This design comes from an exercise in tuning for small area, a short achievable clock period and few clock cycles per item on the open sky130 flow, not from production work.
Where RTL was checked, it was by simulation tests only, not by an equivalence proof against the original.

main:
==> module pi_inc_mux, before the edit <==
module pi_inc_mux #(
  parameter int                  CH       = 4,
  parameter int                  W        = 32,
  parameter int                  SCALE_SH = 7,
  parameter logic signed [W-1:0] DEADBAND = 32,
  parameter logic [7:0]          IR_MASK  = 8'h01,
  parameter logic signed [W-1:0] IR_SET   = -40,
  parameter bit                  ACCUM    = 1'b0,
  parameter logic signed [W-1:0] OUT_MAX  = {1'b0, {(W-1){1'b1}}},
  parameter logic signed [W-1:0] OUT_MIN  = {1'b1, {(W-1){1'b0}}},
  parameter logic signed [W-1:0] KA_RST   = 360,
  parameter logic signed [W-1:0] KB_RST   = 210
) (
  input  logic            clk,
  input  logic            rst_n,
  input  logic            start,
  input  logic [CH*W-1:0] set,
  input  logic [CH*W-1:0] feedback,
  input  logic            infrain,
  input  logic            gain_we,
  input  logic [W-1:0]    ka_in,
  input  logic [W-1:0]    kb_in,
  input  logic            clr,
  output logic            busy,
  output logic            done,
  output logic [CH*W-1:0] result,
  output logic [CH-1:0]   sat
);
  function automatic logic [47:0] booth(input logic [31:0] v, input logic flip);
    logic [15:0] o, t, n;
    logic [32:0] x;
    x = {v, 1'b0};
    for (int k = 0; k < 16; k++) begin
      o[k] = x[2*k+1] ^ x[2*k];
      t[k] = (x[2*k+2] & ~x[2*k+1] & ~x[2*k]) | (~x[2*k+2] & x[2*k+1] & x[2*k]);
      n[k] = x[2*k+2] ^ flip;
    end
    booth = {o, t, n};
  endfunction
  logic            done_q, acc;
  logic [W-1:0]    ka_sh_q, kb_sh_q, kb_sh_d;
  logic [47:0]     enc_q;
  logic [W-1:0]    prev_q[CH];
  logic [W-1:0]    res_q [CH];
  logic [W-1:0]    ni_q  [CH];
  logic [CH-1:0]   sat_q;
  logic [W-1:0]    err   [CH];
  logic [W-1:0]    pa    [CH];
  logic [W-1:0]    res_n [CH];
  logic [CH-1:0]   clip;
  assign acc     = start && !clr && !done_q;
  assign kb_sh_d = gain_we ? kb_in : kb_sh_q;
  for (genvar c = 0; c < CH; c++) begin : g_ch
    logic [W-1:0] s, e, sum, ni;
    logic         d, pos, negv;
    always_comb begin
      s = set[c*W +: W];
      if (infrain && IR_MASK[c] && (s != '0)) s = IR_SET;
      e = (s << SCALE_SH) - feedback[c*W +: W];
      if (($signed(e) > -DEADBAND) && ($signed(e) < DEADBAND)) e = '0;
      err[c] = e;
    end
    assign ni = ni_q[c];
    pi_mac u_mac (
      .bo(enc_q[47:32]), .bt(enc_q[31:16]), .bn(enc_q[15:0]),
      .m(prev_q[c]), .ni(ni), .r(res_q[c]), .pa(pa[c]), .s(sum));
    assign d    = pa[c][W-1];
    assign pos  = !res_q[c][W-1] && !d &&  sum[W-1];
    assign negv =  res_q[c][W-1] &&  d && !sum[W-1];
    assign clip[c]  = pos || negv;
    assign res_n[c] = pos ? OUT_MAX : negv ? OUT_MIN : sum;
    assign result[c*W +: W] = done_q ? res_n[c] : res_q[c];
  end
  always_ff @(posedge clk or negedge rst_n) begin
    if (!rst_n) begin
      done_q  <= 1'b0;
      ka_sh_q <= KA_RST;
      kb_sh_q <= KB_RST;
      sat_q   <= '0;
      for (int i = 0; i < CH; i++) begin
        prev_q[i] <= '0;
        res_q[i]  <= '0;
      end
    end else begin
      done_q  <= acc;
      kb_sh_q <= kb_sh_d;
      if (gain_we) ka_sh_q <= ka_in;
      if (clr) begin
        sat_q <= '0;
        for (int i = 0; i < CH; i++) begin
          prev_q[i] <= '0;
          res_q[i]  <= '0;
        end
      end else begin
        if (done_q) begin
          sat_q <= clip;
          for (int i = 0; i < CH; i++) res_q[i] <= res_n[i];
        end
        if (acc) begin
          for (int i = 0; i < CH; i++) prev_q[i] <= err[i];
        end
      end
    end
  end
  always_ff @(posedge clk) begin
    enc_q <= acc ? booth(ka_sh_q, 1'b0) : booth(kb_sh_d, 1'b1);
    for (int i = 0; i < CH; i++) ni_q[i] <= acc ? pa[i] : '0;
  end
  assign busy = 1'b0;
  assign done = done_q;
  assign sat  = done_q ? clip : sat_q;
endmodule
clock: 11.0 ns
lec_check: 0
cap_margin: 20
core_margin: 2
core_utilization: 40
setup_slack_margin: 0.6
slew_margin: 20
synth_hierarchical: 1
synth_minimum_keep_size: 0
run.sh (not shown) runs the stock make flow with config.mk's settings and CLKGATE_MAP_FILE= SYNTH_SCRIPT=/design/flow/synth_recipe.tcl, a recipe that flattens the netlist after the stock synthesis.
Input changes introduced in the feature branch (baseline for comparison: main):
--- a/flow/design.v
+++ b/flow/design.v
@@ -27,4 +27,5 @@
   output logic [CH-1:0]   sat
 );
+  localparam logic [47:0] ENC_RST = 48'h001e0001fff6;
   function automatic logic [47:0] booth(input logic [31:0] v, input logic flip);
     logic [15:0] o, t, n;
@@ -61,5 +62,5 @@
       err[c] = e;
     end
-    assign ni = ni_q[c];
+    assign ni = ni_q[c] & {W{done_q}};
     pi_mac u_mac (
       .bo(enc_q[47:32]), .bt(enc_q[31:16]), .bn(enc_q[15:0]),
@@ -77,4 +78,5 @@
       ka_sh_q <= KA_RST;
       kb_sh_q <= KB_RST;
+      enc_q   <= ENC_RST;
       sat_q   <= '0;
       for (int i = 0; i < CH; i++) begin
@@ -86,4 +88,5 @@
       kb_sh_q <= kb_sh_d;
       if (gain_we) ka_sh_q <= ka_in;
+      enc_q   <= acc ? booth(ka_sh_q, 1'b0) : booth(kb_sh_d, 1'b1);
       if (clr) begin
         sat_q <= '0;
@@ -104,6 +107,5 @@
   end
   always_ff @(posedge clk) begin
-    enc_q <= acc ? booth(ka_sh_q, 1'b0) : booth(kb_sh_d, 1'b1);
-    for (int i = 0; i < CH; i++) ni_q[i] <= acc ? pa[i] : '0;
+    for (int i = 0; i < CH; i++) ni_q[i] <= pa[i];
   end
   assign busy = 1'b0;
[summary]
Looking only at routed length on met2, and setting everything else aside, the lower value of the feature branch and main goes to the feature branch. The feature branch ends up with a async set-reset flop share out of synthesis that is 9.6 points higher than in main. Count of clock-net buffers in the final layout, the feature branch and main: higher on the feature branch. Changes observed in the feature branch relative to main: shortest period the worst path allows shrank by 160 ps, number of sinks on the clock net held steady. Sort the feature branch and main by number of standard cells after synthesis, ascending, and the feature branch comes first. Going from main to the feature branch, core utilization about even, area after detailed placement stayed essentially flat.
Testbench counts of the feature branch, summed over its fixed seeds: cycles 3,192, items 1,600.
The RTL of main was laid out without a check of its function.

## afterwards: timing with drivers on the ports
The results above use ideal ports. As a check the final layouts listed here were re-extracted and re-timed, cells and wires unchanged.
Step 1, drivers: a clkbuf_16 drives clk and a buf_2 each remaining input, both assumed.
Step 2 adds t to the input delays and takes it off the output delays; t is the mean of the earliest and latest rising clock arrival at the registers after step 1. Input paths then give back, and output paths get back, about the clock's delay inside the block.
Slacks: ideal / step 1 / step 2; pairs: ideal / step 1.
| run | t, ns | slack for setup (ns) | cell pins on the clock port's net |
|---|---|---|---|
| main | 0.810 | 0.607 / 0.511 / 1.322 | 1 |
| the feature branch | 0.825 | 0.766 / 0.686 / 1.511 | 1 |
After both steps every run listed still meets setup and hold.
